Source: an optimization exercise on an open RTL-to-GDS flow (aim: small area and a short achievable clock period). Production flows keep margins and buffers that such runs may drop.
The RTL was checked by simulation tests, not by an equivalence proof against the original design.
Power and IR drop assume default switching activity.

## flow/design.v

```verilog
`timescale 1ns/1ps
module rs_cdb_match (
        input  logic                            busy,
        input  logic [4-1:0]            tag,
        input  logic [(4 * (1 + 4 + 32))-1:0]        cdb,
        output logic [4-1:0]        hit
);
        logic seen;
        always_comb begin
                seen = 1'b0;
                for (int l = 0; l < 4; l++) begin
                        hit[l] = busy & ~seen & cdb[l*(1 + 4 + 32) + (32 + 4)] &
                                 (cdb[l*(1 + 4 + 32) + (32) +: 4] == tag);
                        seen   = seen | (cdb[l*(1 + 4 + 32) + (32 + 4)] &
                                 (cdb[l*(1 + 4 + 32) + (32) +: 4] == tag));
                end
        end
endmodule
module rs_opnd_next (
        input  logic                            we,
        input  logic [(1 + 4 + 32)-1:0]           cur,
        input  logic [(1 + 4 + 32)-1:0]           din,
        input  logic [4-1:0]        dm,
        input  logic [(4 * (1 + 4 + 32))-1:0]        cdb,
        output logic [(1 + 4 + 32)-1:0]           nxt
);
        logic [4-1:0]       cm;
        logic [4-1:0]       use_l;
        logic                           use_d;
        logic                           use_h;
        logic [32-1:0]            val;
        rs_cdb_match u_cm (.busy(cur[(32 + 4)]), .tag(cur[(32) +: 4]),
                           .cdb(cdb), .hit(cm));
        assign use_l = we ? dm : cm;
        assign use_d = we & ~|dm;
        assign use_h = ~we & ~|cm;
        always_comb begin
                val = ({32{use_d}} & din[0 +: 32]) |
                      ({32{use_h}} & cur[0 +: 32]);
                for (int l = 0; l < 4; l++)
                        val = val | ({32{use_l[l]}} & cdb[l*(1 + 4 + 32) + 0 +: 32]);
        end
        assign nxt[0 +: 32]  = val;
        assign nxt[(32) +: 4] = we ? din[(32) +: 4] : cur[(32) +: 4];
        assign nxt[(32 + 4)]             = we ? din[(32 + 4)] & ~|dm : cur[(32 + 4)] & ~|cm;
endmodule
`timescale 1ns/1ps
module rs_top (
        input  logic                            clk,
        input  logic                            rst,
        input  logic                            flush,
        input  logic                            fu_busy,
        input  logic                            dispatch,
        input  logic [((((((((((0 + 32) + 32) + (1 + 4 + 32)) + (1 + 4 + 32)) + 4) + 5) + 2) + 3) + 3) + 7)-1:0]           dispatch_data,
        input  logic [(4 * (1 + 4 + 32))-1:0]        cdb,
        output logic                            issue_valid,
        output logic [(1 + ((((((((((0 + 32) + 32) + (1 + 4 + 32)) + (1 + 4 + 32)) + 4) + 5) + 2) + 3) + 3) + 7))-1:0]          issue_data,
        output logic                            full,
        output logic                            empty
);
        localparam int N  = 4;
        localparam int DW = ((((((((((0 + 32) + 32) + (1 + 4 + 32)) + (1 + 4 + 32)) + 4) + 5) + 2) + 3) + 3) + 7);
        localparam int OW = (1 + 4 + 32);
        localparam int S1 = (((0 + 32) + 32) + (1 + 4 + 32));
        localparam int S2 = ((0 + 32) + 32);
        localparam int B1 = (((0 + 32) + 32) + (1 + 4 + 32)) + (32 + 4);
        localparam int B2 = ((0 + 32) + 32) + (32 + 4);
        logic [N-1:0]           valid;
        logic [N*DW-1:0]        ent;
        logic [N*N-1:0]         o;
        logic [N-1:0]           free1h;
        logic [N-1:0]           we;
        always_comb begin
                free1h = '0;
                for (int i = N - 1; i >= 0; i--)
                        if (!valid[i]) begin
                                free1h    = '0;
                                free1h[i] = 1'b1;
                        end
        end
        assign we = {N{dispatch}} & free1h;
        assign full  = &valid;
        assign empty = ~|valid;
        logic [N-1:0]           ready;
        logic [N-1:0]           sel;
        always_comb begin
                for (int i = 0; i < N; i++)
                        ready[i] = valid[i] & ~ent[i*DW + B1] & ~ent[i*DW + B2];
                for (int i = 0; i < N; i++) begin
                        sel[i] = ready[i];
                        for (int j = 0; j < N; j++) begin
                                if (j < i && ready[j] && o[j*N + i])
                                        sel[i] = 1'b0;
                                if (j > i && ready[j] && !o[i*N + j])
                                        sel[i] = 1'b0;
                        end
                end
        end
        assign issue_valid = (|ready) & ~fu_busy & ~flush;
        logic [DW-1:0]          out;
        always_comb begin
                out = '0;
                for (int i = 0; i < N; i++)
                        out = out | ({DW{sel[i]}} & ent[i*DW +: DW]);
                out[B1] = 1'b0;
                out[B2] = 1'b0;
        end
        assign issue_data = {1'b1, out};
        logic [4-1:0] dm1, dm2;
        rs_cdb_match u_dm1 (.busy(dispatch_data[B1]), .tag(dispatch_data[S1 + (32) +: 4]),
                            .cdb(cdb), .hit(dm1));
        rs_cdb_match u_dm2 (.busy(dispatch_data[B2]), .tag(dispatch_data[S2 + (32) +: 4]),
                            .cdb(cdb), .hit(dm2));
        for (genvar g = 0; g < N; g++) begin : g_slot
                logic [DW-1:0] cur;
                logic [DW-1:0] nxt;
                assign cur = ent[g*DW +: DW];
                rs_opnd_next u_op1 (.we(we[g]), .cur(cur[S1 +: OW]), .din(dispatch_data[S1 +: OW]),
                                    .dm(dm1), .cdb(cdb), .nxt(nxt[S1 +: OW]));
                rs_opnd_next u_op2 (.we(we[g]), .cur(cur[S2 +: OW]), .din(dispatch_data[S2 +: OW]),
                                    .dm(dm2), .cdb(cdb), .nxt(nxt[S2 +: OW]));
                assign nxt[DW-1:S1+OW] = we[g] ? dispatch_data[DW-1:S1+OW] : cur[DW-1:S1+OW];
                assign nxt[S2-1:0]     = we[g] ? dispatch_data[S2-1:0]     : cur[S2-1:0];
                always_ff @(posedge clk)
                        ent[g*DW +: DW] <= nxt;
        end
        logic [N-1:0] iss;
        assign iss = issue_valid ? sel : '0;
        always_ff @(posedge clk) begin
                if (rst || flush)
                        valid <= '0;
                else
                        valid <= (valid & ~iss) | we;
                for (int i = 0; i < N; i++)
                        for (int j = 0; j < N; j++)
                                if (i < j) begin
                                        if (we[j])
                                                o[i*N + j] <= 1'b1;
                                        else if (we[i])
                                                o[i*N + j] <= 1'b0;
                                end
        end
endmodule
```

## flow/run.sh

```bash
#!/bin/bash
# synth_recipe.tcl (not shown) runs the flow's synth.tcl, then flattens the netlist and writes it again
# the make line also repeats each setting of config.mk as NAME=value (left out here)
make -C /OpenROAD-flow-scripts/flow DESIGN_CONFIG=/design/flow/config.mk WORK_HOME=/design/flow/orfs CLKGATE_MAP_FILE= SYNTH_SCRIPT=/design/flow/synth_recipe.tcl finish
```

## flow/config.mk

```make
export PLATFORM = sky130hd
export DESIGN_NAME = rs_top
export DESIGN_NICKNAME = rs_top
export VERILOG_FILES = /design/flow/design.v
export SDC_FILE = /design/flow/constraint.sdc
export NUM_CORES = 4
export LEC_CHECK = 0
export CAP_MARGIN = 20
export CORE_MARGIN = 2
export CORE_UTILIZATION = 30
export PLACE_DENSITY = 0.45
export SLEW_MARGIN = 20
```

## flow/constraint.sdc

```tcl
create_clock -name core_clock -period 5.5 [get_ports {clk}]
set_input_delay 1.1000 -clock core_clock [delete_from_list [all_inputs] [get_ports {clk}]]
set_output_delay 1.1000 -clock core_clock [all_outputs]
set_load 0.01 [all_outputs]
```

==> results of run 1 <==
-- sequential cells by signal, summed over array words and instances, names as in the netlist --
| register | count |
|---|---|
| ent | 648 |
| o | 6 |
| valid | 4 |
-- power breakdown --
part           switching, mW  leakage (nW)  internal, mW  total [mW]
Clock                   2.25          1.29          3.13        5.38
Sequential             0.210          5.79          5.60        5.81
Combinational          0.790          7.20         0.621        1.41
Total                   3.25          14.3          9.35        12.6
-- layout by cell type (no fill, tap or decap), types with 5 or more instances in the layout --
cell / count
a22oi_1: 576
xnor2_1: 42
inv_1: 15
clkbuf_8: 6
nand2_1: 397
nor2_4: 11
buf_4: 63
buf_12: 28
edfxtp_1: 384
o2bb2ai_4: 9
dfxtp_1: 274
clkbuf_1: 15
and3_1: 6
clkinv_1: 17
xor2_1: 115
nor3_1: 33
bufinv_16: 6
clkinv_2: 11
nand4_1: 11
clkdlybuf4s50_1: 477
a222oi_1: 286
nor2_1: 13
nand3_1: 256
o22ai_4: 11
nor4_1: 10
clkbuf_16: 82
nand2b_1: 37
o21ai_0: 6
o22ai_1: 7
a21oi_1: 5
-- metrics by stage --
stage	worst slack, ps	hold WS [ps]	util
final	667	456	0.389
after global routing	535	475	0.389
after global placement	960	436	0.363
after detailed placement	955	444	0.363
after floorplan	667	426	-
after CTS	678	458	0.389
-- cell families after synthesis --
kind of cell	share of synthesized area
other	0.000237
AND/OR/NAND/NOR	0.117
AO/OA/AOI/OAI	0.246
XOR/XNOR	0.0434
multiplexers	0.000316
buffers and inverters	0.0558
flip-flops	0.537
-- per-layer routing --
layer | part of all wire | track usage | vias up
met2 | 0.47 | 0.428 | 1919
met3 | 0.11 | 0.0855 | 391
li1 | - | - | 12362
met4 | 0.039 | 0.115 | 56
met5 | 0.0025 | 0 | -
met1 | 0.37 | 0.320 | 14350
-- cell type report --
class / instances / area, µm² / area share
flip-flops and latches: 658 / 17000 / 0.417
multi-input cells: 1903 / 13400 / 0.329
repair buffers: 569 / 5840 / 0.143
clock buffers: 103 / 2190 / 0.0537
well taps: 1391 / 1740 / 0.0427
clock inverters: 44 / 489 / 0.0120
inverters: 19 / 81.3 / 0.00199
diodes: 4 / 10.0 / 0.000245
-- critical path, cell delays in order (launching register included) --
cell	delay (ps)
dfxtp_1	460
nor3b_1	250
buf_4	220
o21ai_0	160
nor2_4	280
buf_4	620
a22oi_1	150
nand2_1	280
clkdlybuf4s50_1	600
-- how the worst max path moves through the flow --
stage / endpoint / slack [ps] / cells past startpoint
after global routing: issue_data[107] / 540 / 8
after floorplan: ent[65] / 670 / 7
after global placement: ent[602] / 960 / 9
after detailed placement: ent[255] / 960 / 8
after CTS: issue_data[107] / 680 / 8
final: issue_data[132] / 670 / 8
==> flow_metrics.tcl, run 1 <==
set metrics [dict create \
    tns_ps 0 \
    end_kind "primary output" \
    holdCritStartpoint "ent[131]" \
    cp.arrival_ps 3730 \
    cts_max_path_buffers 3 \
    rows 119 \
    p_total_mw 12.6 \
    cts_tree "done" \
    period_share 0.879 \
    reg2reg_slack_ps 2260 \
    cts_resized 0 \
    cts_hold_buffers 0 \
    die_y_um 329 \
    core_mm2 0.105 \
    r2r-end "ent[383]" \
    clock-skew-final_ps 49.6 \
    postSynthAreaPerCell_um2 10.6 \
    max_freq_mhz 207 \
    relSlewSlack 0.263 \
    vias 29078 \
    detailed_place.area_mm2 0.0381 \
    numClockSinks 658 \
    start_util 0.302 \
    r2r-start "valid[0]" \
    drc 0 \
    drv_slew 0 \
    cp-startpoint "valid[0]" \
    grt.overflow.total 0 \
    whs_path_depth 2 \
    synth_cells 2984 \
    synth_commonest_cells "a22oi_1 (576), nand2_1 (397), edfxtp_1 (384)" \
    yosysSeqAreaShare 0.537 \
    ys_seq_elements 658 \
    clockRootBuffer "clkbuf_16" \
    yosysMostFrequentCell "a22oi_1" \
    antenna_left 0 \
    path_max_fanout 39 \
    period_needed_ps 4830 \
    hpwlAfterDp_um 92200 \
    min_path_type "register to register" \
    drt-initial-drc-count 5349 \
    synth.distinct_cells 71 \
    path_clk_slew_ps 60 \
    fill_cells 10033 \
    irDropWorstVdd_uv 249 \
    synthFlopType "edfxtp_1" \
    reg2reg_depth 5 \
    pin_count 481 \
    fin_cells 4691 \
    synth_top_cell_by_area "edfxtp_1" \
    post_drt_wl_per_cell_um 31.7 \
    synthTopCellsByArea "edfxtp_1 (36%), dfxtp_1 (17%), a22oi_1 (14%), a222oi_1 (9.0%), nand2_1 (4.7%)" \
    clkLatencyLatePin_ps 680 \
    async_flop_share 0 \
    track_usage 0.264 \
    drive_gt1_frac 0.0828 \
    worst_slew_pin_slew_ps 1110 \
    die_w_um 329 \
    grt_pass1_wl_um 209000 \
    syn-cell-area_mm2 0.0317 \
    io_buffers 477 \
    grt_max_degree 118 \
    antenna_found_initial 31 \
    routed_wl_um 149000 \
    fin_nets 3547 \
    setup_viol 0 \
    critical_path_class "register to primary output" \
    post_cts_buffers 0 \
    yosys_warnings 3 \
    final_hold_viol_count 0 \
    synth_edf_count 384 \
    cts_buffers 81 \
    min_to "ent[131]" \
    rsz0062_at_grt "no" \
    dp.cells 4540 \
    design_area_mm2 0.0408 \
    critical_path_required_ps 4400 \
    grt_pass1_vias 29280 \
    power.density_mw_per_mm2 309 \
    netlist.area_leader.share 0.364 \
    maxCapViolCount 0 \
    viasPerCell 6.20 \
    h-tree-depth 3 \
    outcome "no timing/DRC/antenna violations" \
    dr.pass1.iters 13 \
    globalplace.congestion 0.899 \
    areaGrowthSynthToFinish_pct 28.8 \
    power_leakage_nw 14.3 \
    start_kind "register" \
    fp.dieArea_mm2 0.108 \
]
==> run 2: changes to the inputs <==
--- a/flow/design.v
+++ b/flow/design.v
@@ -67,6 +67,7 @@
         localparam int B2 = ((0 + 32) + 32) + (32 + 4);
         logic [N-1:0]           valid;
         logic [N*DW-1:0]        ent;
+        logic [N*DW-1:0]        ent_n;
         logic [N*N-1:0]         o;
         logic [N-1:0]           free1h;
         logic [N-1:0]           we;
@@ -81,22 +82,9 @@
         assign we = {N{dispatch}} & free1h;
         assign full  = &valid;
         assign empty = ~|valid;
-        logic [N-1:0]           ready;
         logic [N-1:0]           sel;
-        always_comb begin
-                for (int i = 0; i < N; i++)
-                        ready[i] = valid[i] & ~ent[i*DW + B1] & ~ent[i*DW + B2];
-                for (int i = 0; i < N; i++) begin
-                        sel[i] = ready[i];
-                        for (int j = 0; j < N; j++) begin
-                                if (j < i && ready[j] && o[j*N + i])
-                                        sel[i] = 1'b0;
-                                if (j > i && ready[j] && !o[i*N + j])
-                                        sel[i] = 1'b0;
-                        end
-                end
-        end
-        assign issue_valid = (|ready) & ~fu_busy & ~flush;
+        logic                   any;
+        assign issue_valid = any & ~fu_busy & ~flush;
         logic [DW-1:0]          out;
         always_comb begin
                 out = '0;
@@ -121,23 +109,42 @@
                                     .dm(dm2), .cdb(cdb), .nxt(nxt[S2 +: OW]));
                 assign nxt[DW-1:S1+OW] = we[g] ? dispatch_data[DW-1:S1+OW] : cur[DW-1:S1+OW];
                 assign nxt[S2-1:0]     = we[g] ? dispatch_data[S2-1:0]     : cur[S2-1:0];
-                always_ff @(posedge clk)
-                        ent[g*DW +: DW] <= nxt;
+                assign ent_n[g*DW +: DW] = nxt;
         end
-        logic [N-1:0] iss;
+        logic [N-1:0]           iss;
+        logic [N-1:0]           valid_n;
+        logic [N*N-1:0]         o_n;
+        logic [N-1:0]           ready_n;
+        logic [N-1:0]           sel_n;
         assign iss = issue_valid ? sel : '0;
-        always_ff @(posedge clk) begin
-                if (rst || flush)
-                        valid <= '0;
-                else
-                        valid <= (valid & ~iss) | we;
+        assign valid_n = (rst || flush) ? '0 : ((valid & ~iss) | we);
+        always_comb begin
+                o_n = o;
                 for (int i = 0; i < N; i++)
                         for (int j = 0; j < N; j++)
                                 if (i < j) begin
                                         if (we[j])
-                                                o[i*N + j] <= 1'b1;
+                                                o_n[i*N + j] = 1'b1;
                                         else if (we[i])
-                                                o[i*N + j] <= 1'b0;
+                                                o_n[i*N + j] = 1'b0;
                                 end
+                for (int i = 0; i < N; i++)
+                        ready_n[i] = valid_n[i] & ~ent_n[i*DW + B1] & ~ent_n[i*DW + B2];
+                for (int i = 0; i < N; i++) begin
+                        sel_n[i] = ready_n[i];
+                        for (int j = 0; j < N; j++) begin
+                                if (j < i && ready_n[j] && o_n[j*N + i])
+                                        sel_n[i] = 1'b0;
+                                if (j > i && ready_n[j] && !o_n[i*N + j])
+                                        sel_n[i] = 1'b0;
+                        end
+                end
+        end
+        always_ff @(posedge clk) begin
+                ent   <= ent_n;
+                valid <= valid_n;
+                o     <= o_n;
+                sel   <= sel_n;
+                any   <= |ready_n;
         end
 endmodule
==> flow_metrics.tcl, run 2 <==
set metrics [dict create \
    async_flop_share 0 \
    met3WireLength_um 16200 \
    vias 30656 \
    cp.arrival_ps 5060 \
    synthFlopType "edfxtp_1" \
    power_leakage_nw 14.3 \
    path_clk_slew_ps 60 \
    share_comb_of_total_power 0.126 \
    grt.overflow.total 0 \
    synth_cells 3074 \
    p_sw_mw 3.28 \
    p_total_mw 12.6 \
    synth.distinct_cells 73 \
    drive_gt1_frac 0.0762 \
    rows 120 \
    fin_nets 3672 \
    seqPwrFrac 0.471 \
    grt_max_degree 98 \
    ys_seq_elements 663 \
    clkLatencyLatePin_ps 670 \
    routed.top_layer "met5" \
    post_drt_wl_per_cell_um 32.2 \
    grt_pass1_vias 30429 \
    cts_resized 0 \
    reg_top3 "ent (648), o (6)" \
    die_w_um 331 \
    irDropWorstVdd_uv 199 \
    yosys_warnings 3 \
    cp-startpoint "cdb[143]" \
    min_path_type "register to register" \
    post_cts_buffers 0 \
    met2_wirelength_um 72500 \
    tns_ps 0 \
    dr.pass1.iters 12 \
    rsz0062_at_grt "no" \
    p_clk_frac 0.403 \
    fp.dieArea_mm2 0.110 \
    reg2reg_depth 7 \
    r2r-end "ent[280]" \
    reg2reg_slack_ps 2000 \
    synth_edf_count 384 \
    critPathCapture "ent[131]" \
    top_register "ent" \
    max_freq_mhz 223 \
    path_max_fanout 17 \
    place_ws_ps 382 \
    io_buffers 477 \
    multi_input_area_mm2 0.0137 \
    antenna_left 0 \
    cts_hold_buffers 0 \
    routed_wl_um 155000 \
    relSlewSlack 0.189 \
    crit_slowest_cell "nor4b_1" \
    power.density_mw_per_mm2 308 \
    cts_max_path_buffers 3 \
    pin_count 481 \
    yosysSeqAreaShare 0.533 \
    yosysMostFrequentCell "nand2_1" \
    critical_path_class "primary input to register" \
    clockRootBuffer "clkbuf_16" \
    cts_buffers 78 \
    postSynthAreaPerCell_um2 10.5 \
    h-tree-depth 3 \
    areaGrowthSynthToFinish_pct 27.4 \
    start_kind "primary input" \
    dp.cells 4680 \
    drc 0 \
    viasPerCell 6.36 \
    setup_viol 0 \
    swShare 0.260 \
    p_int_mw 9.32 \
    final.setup.worst_slack_ps 1020 \
    core_mm2 0.107 \
    cts_tree "done" \
    start_util 0.301 \
    period_share 0.814 \
    worst-path-stages 8 \
    fill_cells 10210 \
    layout_common_cells "clkdlybuf4s50_1 (477), nand2_1 (457), a22oi_1 (417), edfxtp_1 (384), dfxtp_1 (275)" \
    hpwlAfterDp_um 95300 \
    synth_top_cell_by_area "edfxtp_1" \
    numClockSinks 663 \
    layout_commonest_cell "clkdlybuf4s50_1" \
    critical_path_required_ps 6080 \
    antenna_found_initial 14 \
    grt_pass1_wl_um 220000 \
    end_kind "register" \
    final_hold_viol_count 0 \
    drv_slew 0 \
    track_usage 0.270 \
    drt-initial-drc-count 5147 \
    critPathTopFamily "simple AND/OR/NAND/NOR gates" \
    period_needed_ps 4480 \
    clock-skew-final_ps 32.0 \
    largest_reg_flops 648 \
    outcome "no timing/DRC/antenna violations" \
    crit_path_max_incr_delay_ps 910 \
    maxCapViolCount 0 \
    worst_slew_pin_slew_ps 1210 \
    synthTopCellsByArea "edfxtp_1 (36%), dfxtp_1 (17%), a22oi_1 (9.8%), a222oi_1 (7.0%), nand2_1 (5.3%)" \
    fin_cells 4820 \
    globalplace.congestion 0.879 \
    crit_chain "clkdlybuf4s50_1 -> xor2_1 -> nor4_1 -> nor4b_1 -> mux2_2 -> buf_12 -> nand2_1 -> o2111ai_1" \
    wl_met1_um 60000 \
    ff_latch_area_mm2 0.0171 \
    synth_commonest_cells "nand2_1 (457), a22oi_1 (418), edfxtp_1 (384)" \
    postLayoutCoreUtil 0.384 \
    netlist.area_leader.share 0.359 \
    r2r-start "ent[297]" \
    syn-cell-area_mm2 0.0321 \
    crit_buf_inv 2 \
    die_y_um 331 \
]
==> run 2: layout make-up <==
| type | count | area share |
|---|---|---|
| inverters | 52 | 0.00520 |
| multi-input cells | 1985 | 0.334 |
| diodes | 7 | 0.000428 |
| well taps | 1403 | 0.0429 |
| clock buffers | 102 | 0.0509 |
| clock inverters | 31 | 0.00829 |
| flip-flops and latches | 663 | 0.419 |
| repair buffers | 577 | 0.139 |
==> run 2: power by group through the flow <==
stage	logic, mW	clock network (mW)	registers (mW)
6_report	1.59	5.08	5.94
3_3_place_gp	1.52	0	6.02
3_5_place_dp	1.56	0	6.03
5_1_grt	1.70	5.36	5.98
4_1_cts	1.57	5.18	5.93
2_1_floorplan	0.835	0	5.96
==> run 2: cell families (layout without fill, tap and decap cells) <==
logic type,count (synthesis),count (layout),share of synthesized area
AO/OA/AOI/OAI,913,913,0.236
XOR/XNOR,157,157,0.0428
buffers and inverters,427,762,0.0525
flip-flops,663,663,0.533
multiplexers,4,4,0.00136
other,2,10,0.000234
AND/OR/NAND/NOR,908,908,0.134
==> run 2: metal layers <==
| layer | vias up | GRT usage |
|---|---|---|
| met5 | - | 0 |
| met2 | 2199 | 0.436 |
| met4 | 14 | 0.126 |
| met3 | 440 | 0.0713 |
| met1 | 15217 | 0.336 |
| li1 | 12786 | - |
==> run 2: worst min path at each step <==
stage          startpoint  endpoint  slack (ps)  cells after the start
6_report         ent[391]  ent[391]         470                      2
3_5_place_dp         o[3]      o[3]         460                      2
2_1_floorplan        o[6]      o[6]         430                      2
4_1_cts          ent[391]  ent[391]         470                      2
3_3_place_gp     ent[131]  ent[131]         450                      2
5_1_grt          ent[131]  ent[131]         500                      2
==> run 2: through the flow <==
stage | instance area, µm² | hold slack (ps)
floorplan | 32100 | 434
global placement | 38500 | 449
detailed placement | 38500 | 455
CTS | 40900 | 472
global route | 40900 | 503
finish | 40900 | 469
==> run 2: worst register-to-register path: stages, from the launching register on <==
cell	delay [ps]
edfxtp_1	540
xor2_1	200
nor4_1	710
nor4_1	200
a211oi_4	1010
buf_4	490
a222oi_1	190
nand2_1	110
==> run 3: changes to the inputs <==
==> flow/flow/run.sh (new file) <==
#!/bin/bash
# The standard layout, except that the port buffers are plain buf_2 cells
# instead of the delay buffers buffer_ports picks on its own.
set -euo pipefail
bash standard.sh "BUFFER_PORTS_ARGS=-buffer_cell sky130_fd_sc_hd__buf_2" finish > standard_flow.log 2>&1
==> flow/standard.sh (new file) <==
#!/bin/bash
# synth_recipe.tcl (not shown) runs the flow's synth.tcl, then flattens the netlist and writes it again
# the make line also repeats each setting of config.mk as NAME=value (left out here)
make -C /OpenROAD-flow-scripts/flow DESIGN_CONFIG=/design/flow/config.mk WORK_HOME=/design/flow/orfs CLKGATE_MAP_FILE= SYNTH_SCRIPT=/design/flow/synth_recipe.tcl "${@:-finish}"
--- a/flow/config.mk
+++ b/flow/config.mk
@@ -7,6 +7,10 @@
 export LEC_CHECK = 0
 export CAP_MARGIN = 20
 export CORE_MARGIN = 2
-export CORE_UTILIZATION = 30
-export PLACE_DENSITY = 0.45
+export CORE_UTILIZATION = 50
+export CTS_BUF_LIST = sky130_fd_sc_hd__clkbuf_8
+export CTS_CLUSTER_SIZE = 24
+export PLACE_DENSITY = 0.6
+export SETUP_SLACK_MARGIN = 2.5
 export SLEW_MARGIN = 20
+export TNS_END_PERCENT = 5
removed: flow/run.sh
==> flow_metrics.tcl, run 3 <==
set metrics [dict create \
    cts_max_path_buffers 3 \
    cts_tree "done" \
    postLayoutCoreUtil 0.616 \
    rows 92 \
    postSynthAreaPerCell_um2 10.5 \
    start_util 0.507 \
    drv_slew 0 \
    yosys_warnings 3 \
    core_mm2 0.0633 \
    synth.distinct_cells 73 \
    cts_hold_buffers 0 \
    globalplace.congestion 0.947 \
    critPathTopFamily "simple AND/OR/NAND/NOR gates" \
    min_path_type "register to register" \
    cts_buffers 109 \
    crit_buf_inv 2 \
    period_share 0.585 \
    reg_top3 "ent (648), o (6)" \
    crit_chain "buf_2 -> nand2_1 -> or2_2 -> nand2_1 -> or3_1 -> o21ai_4 -> buf_4 -> a221o_1" \
    tns_ps 0 \
    place_ws_ps 1190 \
    maxCapViolCount 0 \
    pin_count 481 \
    critical_path_class "primary input to register" \
    post_drt_wl_per_cell_um 32.4 \
    design_area_mm2 0.0390 \
    crit_path_max_incr_delay_ps 710 \
    cp.arrival_ps 3900 \
    outcome "no timing/DRC/antenna violations" \
    fp.dieArea_mm2 0.0663 \
    viasPerCell 7.23 \
    final_hold_viol_count 0 \
    grt_max_degree 84 \
    clock-skew-final_ps 43.1 \
    synth_cells 3074 \
    ys_seq_elements 663 \
    power_leakage_nw 15.3 \
    die_w_um 257 \
    vias 31894 \
    drive_gt1_frac 0.249 \
    dr.pass1.iters 14 \
    max_freq_mhz 311 \
    synth_top_cell_by_area "edfxtp_1" \
    fill_cells 5326 \
    fin_nets 3754 \
    h-tree-depth 3 \
    largest_reg_flops 648 \
    layout_common_cells "buf_2 (474), nand2_1 (454), a22oi_1 (395), edfxtp_1 (384), dfxtp_1 (275)" \
    crit_top_cell "nand2_1" \
    rsz0062_at_grt "yes" \
    p_total_mw 11.9 \
    die_y_um 257 \
    clockRootBuffer "clkbuf_8" \
    synthTopCellsByArea "edfxtp_1 (36%), dfxtp_1 (17%), a22oi_1 (9.8%), a222oi_1 (7.0%), nand2_1 (5.3%)" \
    top_register "ent" \
    synth_commonest_cells "nand2_1 (457), a22oi_1 (418), edfxtp_1 (384)" \
    grt_pass1_wl_um 203000 \
    drt-initial-drc-count 6196 \
    antenna_found_initial 43 \
    crit_slowest_cell "o21ai_4" \
    relSlewSlack 0.201 \
    yosysMostFrequentCell "nand2_1" \
    setup_viol 0 \
    critical_path_required_ps 6180 \
    path_clk_slew_ps 60 \
    irDropWorstVdd_uv 181 \
    final.setup.worst_slack_ps 2280 \
    grt_pass1_vias 30695 \
    period_needed_ps 3220 \
    detailed_place.area_mm2 0.0352 \
    power.density_mw_per_mm2 304 \
    yosysSeqAreaShare 0.533 \
    synth_edf_count 384 \
    path_max_fanout 15 \
    hpwlAfterDp_um 79400 \
    numClockSinks 663 \
    reg2reg_slack_ps 2390 \
    clkLatencyLatePin_ps 750 \
    grt.overflow.total 0 \
    async_flop_share 0 \
    syn-cell-area_mm2 0.0321 \
    antenna_left 0 \
    areaGrowthSynthToFinish_pct 21.4 \
    drc 0 \
    netlist.area_leader.share 0.359 \
    routed_wl_um 143000 \
    start_kind "primary input" \
    worst_slew_pin_slew_ps 1200 \
    layout_commonest_cell "buf_2" \
    io_buffers 477 \
    track_usage 0.408 \
    end_kind "register" \
    synthFlopType "edfxtp_1" \
]
==> run 3: cell types whose count changed in the layout (fill, tap and decap cells not counted), sizes merged <==
cell,change
inv,+31
mux2i,+1
clkinv,+17
clkbuf,+23
buf,+520
diode,+25
clkdlybuf4s50,-477
bufinv,+4
o21ai,+1
clkinvlp,+1
==> run 3: report_power, final <==
part	internal [mW]	switching, mW
Sequential	5.70	0.245
Combinational	0.583	0.867
Clock	2.38	2.08
==> run 3: cell families after synthesis <==
kind of cell | after synthesis | share of synthesized area
DFF | 663 | 0.533
AOI/OAI and AO/OA | 913 | 0.236
and+or+nand+nor | 908 | 0.134
xor gates and xnor gates | 157 | 0.0428
other | 2 | 0.000234
muxes | 4 | 0.00136
buffers and inverters | 427 | 0.0525
==> run 3: timing repair <==
item	4_1_cts	5_1_grt
gates resized for setup	42	57
buffers inserted	31	26
gates cloned	6	5
pin swaps	7	14
setup endpoints to repair	409	418
==> run 3: final timing paths <==
path              end      from  depth (start not counted)
max          ent[236]  dispatch                          8
min          ent[400]  ent[400]                          2
max reg2reg  ent[236]  valid[1]                          6
min reg2reg  ent[400]  ent[400]                          2
==> run 3: cell type report <==
cell class	instances	area, µm²	area share
sequential	663	17100	0.439
multi-input combinational	1987	14100	0.360
timing repair buffer	626	4230	0.108
clock buffer	119	1640	0.0420
tap	846	1060	0.0271
clock inverter	84	603	0.0155
inverter	52	229	0.00587
antenna	32	80.1	0.00205
==> run 3: worst register-to-register path, cell delays in order, from the launching register on <==
cell and delay [ps]:
dfxtp_1 410, or2_2 590, nand2_1 180, or3_1 540
o21ai_4 710, buf_4 410, a221o_1 210
==> run 3: metal layers <==
metal  vias to the layer above  global-route usage  part of all wire
met5                         -                   0           0.00090
li1                      13020                   -                 -
met4                        20               0.245             0.069
met3                       766               0.131              0.14
met1                     15333               0.511              0.35
met2                      2755               0.617              0.44
==> run 3: through the flow <==
step	cells	hold slack [ps]
5_1_grt	4400	496
6_report	4409	478
2_1_floorplan	3075	434
3_5_place_dp	4106	460
3_3_place_gp	4106	447
4_1_cts	4346	474
==> run 4: changes to the inputs <==
--- a/flow/design.v
+++ b/flow/design.v
@@ -83,13 +83,18 @@
         assign full  = &valid;
         assign empty = ~|valid;
         logic [N-1:0]           sel;
+        localparam int C  = 4;
+        localparam int GW = (DW + C - 1) / C;
+        logic [C*N-1:0]         selc;
+        logic [C*N-1:0]         selc_n;
         logic                   any;
         assign issue_valid = any & ~fu_busy & ~flush;
         logic [DW-1:0]          out;
         always_comb begin
                 out = '0;
                 for (int i = 0; i < N; i++)
-                        out = out | ({DW{sel[i]}} & ent[i*DW +: DW]);
+                        for (int b = 0; b < DW; b++)
+                                out[b] = out[b] | (selc[(b / GW)*N + i] & ent[i*DW + b]);
                 out[B1] = 1'b0;
                 out[B2] = 1'b0;
         end
@@ -139,12 +144,30 @@
                                         sel_n[i] = 1'b0;
                         end
                 end
+                for (int i = 0; i < N; i++) begin
+                        logic [N-1:0] blk;
+                        logic         a;
+                        for (int j = 0; j < N; j++)
+                                blk[j] = (j < i) ? (ready_n[j] & o_n[j*N + i]) :
+                                         (j > i) ? (ready_n[j] & ~o_n[i*N + j]) : 1'b0;
+                        selc_n[0*N + i] = ready_n[i] & ~|blk;
+                        selc_n[1*N + i] = ready_n[i] & (&(~blk));
+                        a = ready_n[i];
+                        for (int j = 0; j < N; j++)
+                                a = a & ~blk[j];
+                        selc_n[2*N + i] = a;
+                        a = ~ready_n[i];
+                        for (int j = N - 1; j >= 0; j--)
+                                a = a | blk[j];
+                        selc_n[3*N + i] = ~a;
+                end
         end
         always_ff @(posedge clk) begin
                 ent   <= ent_n;
                 valid <= valid_n;
                 o     <= o_n;
                 sel   <= sel_n;
+                selc  <= selc_n;
                 any   <= |ready_n;
         end
 endmodule
==> flow/config.mk (replaced) <==
export PLATFORM = sky130hd
export DESIGN_NAME = rs_top
export DESIGN_NICKNAME = rs_top
export VERILOG_FILES = /design/flow/design.v
export SDC_FILE = /design/flow/constraint.sdc
export NUM_CORES = 4
export LEC_CHECK = 0
export CAP_MARGIN = 20
export CORE_MARGIN = 2
export CORE_UTILIZATION = 40
export PLACE_DENSITY = 0.5
export SETUP_SLACK_MARGIN = 3.0
export SLEW_MARGIN = 20
export TNS_END_PERCENT = 5
==> flow_metrics.tcl, run 4 <==
set metrics [dict create \
    syn-cell-area_mm2 0.0318 \
    layout_common_cells "buf_2 (447), nand2_1 (423), a22oi_1 (419), edfxtp_1 (384), a222oi_1 (319)" \
    synthTopCellsByArea "edfxtp_1 (36%), dfxtp_1 (18%), a22oi_1 (11%), a222oi_1 (10%), nand2_1 (5.1%)" \
    synth_commonest_cells "a22oi_1 (450), nand2_1 (428), edfxtp_1 (384)" \
    path_clk_slew_ps 60 \
    h-tree-depth 3 \
    yosysSeqAreaShare 0.546 \
    period_share 0.550 \
    reg2reg_slack_ps 2530 \
    yosys_warnings 3 \
    end_kind "register" \
    cts_buffers 77 \
    crit_chain "buf_2 -> nand2b_1 -> buf_4 -> nand2_1 -> or3b_2 -> o21ai_4 -> buf_4 -> a222oi_1 -> nand2_1" \
    power.density_mw_per_mm2 301 \
    critPathTopFamily "simple AND/OR/NAND/NOR gates" \
    synth_top_cell_by_area "edfxtp_1" \
    largest_reg_flops 648 \
    cp.arrival_ps 3580 \
    dp.cells 4166 \
    yosysMostFrequentCell "a22oi_1" \
    die_y_um 286 \
    rsz0062_at_grt "yes" \
    antenna_left 0 \
    reg_top3 "ent (648), selc (12), o (6)" \
    tns_ps 0 \
    globalplace.congestion 0.917 \
    maxCapViolCount 0 \
    cts_tree "done" \
    routed_wl_um 153000 \
    vias 30963 \
    postSynthAreaPerCell_um2 10.9 \
    setup_viol 0 \
    pin_count 481 \
    design_area_mm2 0.0416 \
    async_flop_share 0 \
    numClockSinks 675 \
    path_max_fanout 32 \
    crit_path_max_incr_delay_ps 530 \
    post_drt_wl_per_cell_um 33.9 \
    irDropWorstVdd_uv 233 \
    outcome "no timing/DRC/antenna violations" \
    die_w_um 286 \
    fill_cells 6903 \
    period_needed_ps 3020 \
    fp.dieArea_mm2 0.0818 \
    viasPerCell 6.86 \
    final_hold_viol_count 0 \
    worst_slew_pin_slew_ps 1000 \
    dr.pass1.iters 12 \
    synth_cells 2905 \
    netlist.area_leader.share 0.363 \
    crit_slowest_cell "or3b_2" \
    drive_gt1_frac 0.309 \
    layout_commonest_cell "buf_2" \
    drc 0 \
    rows 103 \
    min_path_type "register to register" \
    detailed_place.area_mm2 0.0352 \
    clock-skew-final_ps 17.9 \
    max_freq_mhz 331 \
    power_leakage_nw 16.3 \
    ys_seq_elements 675 \
    clockRootBuffer "clkbuf_16" \
    start_kind "primary input" \
    antenna_found_initial 55 \
    hpwlAfterDp_um 88500 \
    critical_path_required_ps 6060 \
    start_util 0.403 \
    core_mm2 0.0789 \
    fin_nets 3699 \
    io_buffers 477 \
    grt_pass1_wl_um 210000 \
    synth_edf_count 384 \
    relSlewSlack 0.333 \
    track_usage 0.350 \
    grt_pass1_vias 29316 \
    cts_max_path_buffers 3 \
    p_total_mw 12.5 \
    top_register "ent" \
    critical_path_class "primary input to register" \
    crit_buf_inv 3 \
    fin_cells 4514 \
    cts_hold_buffers 0 \
    grt_max_degree 93 \
    clkLatencyLatePin_ps 640 \
    synth.distinct_cells 70 \
    synthFlopType "edfxtp_1" \
    drt-initial-drc-count 6350 \
    grt.overflow.total 0 \
    drv_slew 0 \
    areaGrowthSynthToFinish_pct 30.7 \
]
[run 4: worst register-to-register path, cell delays in order (launching register included)]
cell and delay, ps:
dfxtp_1 480, nand2b_1 280, buf_4 420, nand2_1 280, or3b_2 530, o21ai_4 70, buf_4 490, a222oi_1 250
nand2_1 110
[run 4: kinds of logic (layout without fill, tap and decap cells)]
logic type	count (synthesis)	after routing	synth area share
flip-flops	675	675	0.546
XOR/XNOR	157	157	0.0437
multiplexers	3	4	0.000983
AND/OR/NAND/NOR	738	742	0.108
buffers and inverters	391	915	0.0497
AO/OA/AOI/OAI	939	944	0.252
other	2	27	0.000236
[run 4: timing repair]
action                     in CTS  in global routing
gates resized for setup       103                269
buffers inserted               80                 84
pin swaps                      29                 68
cloned                         15                 10
setup endpoints to repair     641                497
[run 4: final timing paths]
kind / cells past startpoint / from / end
max: 9 / dispatch / ent[83]
min: 2 / ent[251] / ent[251]
max reg2reg: 8 / valid[0] / ent[83]
min reg2reg: 2 / ent[251] / ent[251]
[run 4: through the flow]
stage / util / worst slack (ps) / hold WS (ps)
after global routing: 0.527 / 2510 / 478
after floorplan: - / 1550 / 426
after global placement: 0.447 / 1050 / 437
after CTS: 0.498 / 2580 / 454
after detailed placement: 0.447 / 1060 / 440
final: 0.527 / 2480 / 452
[run 4: area by class of cell]
type / count / area (µm²) / share of cell area
inverters: 46 / 188 / 0.00451
multi-input cells: 1850 / 14600 / 0.352
flip-flops and latches: 675 / 17400 / 0.418
clock inverters: 32 / 265 / 0.00638
repair buffers: 734 / 5630 / 0.135
clock buffers: 103 / 2110 / 0.0507
well taps: 1050 / 1310 / 0.0316
diodes: 24 / 60.1 / 0.00144
[run 4: power by group]
| group | internal [mW] | switching [mW] |
|---|---|---|
| Combinational | 0.606 | 0.901 |
| Sequential | 5.79 | 0.248 |
| Clock | 2.83 | 2.13 |
| Total | 9.23 | 3.28 |
[run 4: routing by layer]
metal	wire [µm]	GRT usage
met1	56200	0.448
met5	396	0
met2	67600	0.533
met3	21000	0.122
met4	8080	0.157

-- port drivers added, routing unchanged --
In the flow no input, the clock included, has a driving cell. The finished layouts below were timed again as built, in two steps.
Step 1 (the two cells are an assumption about what drives the block):
set clk [get_ports {clk}]
set_driving_cell -lib_cell sky130_fd_sc_hd__clkbuf_16 $clk
set_driving_cell -lib_cell sky130_fd_sc_hd__buf_2 [delete_from_list [all_inputs] $clk]
Step 2 times the ports against the registers' clock, not the clock port: input delays grow and output delays shrink by t, the midpoint of the rising clock arrivals with the driver on.
Slacks: no drivers / after step 1 / after step 2; pairs: no drivers / after step 1.
| run | shift t [ns] | slack for setup (ns) | worst hold slack (ns) |
|---|---|---|---|
| run 1 | 0.720 | 0.667 / 0.602 / 0.880 | 0.456 / 0.456 / 0.456 |
| run 2 | 0.723 | 1.025 / 0.969 / 0.246 | 0.469 / 0.469 / 0.469 |
| run 3 | 0.798 | 2.281 / 2.284 / 1.486 | 0.478 / 0.478 / 0.478 |
| run 4 | 0.693 | 2.477 / 2.464 / 1.798 | 0.452 / 0.452 / 0.452 |
After both steps every run listed still meets setup and hold. For run 3, which loses most, drivers alone change the setup slack by +0.003 ns; drivers and shift together by -0.795 ns.
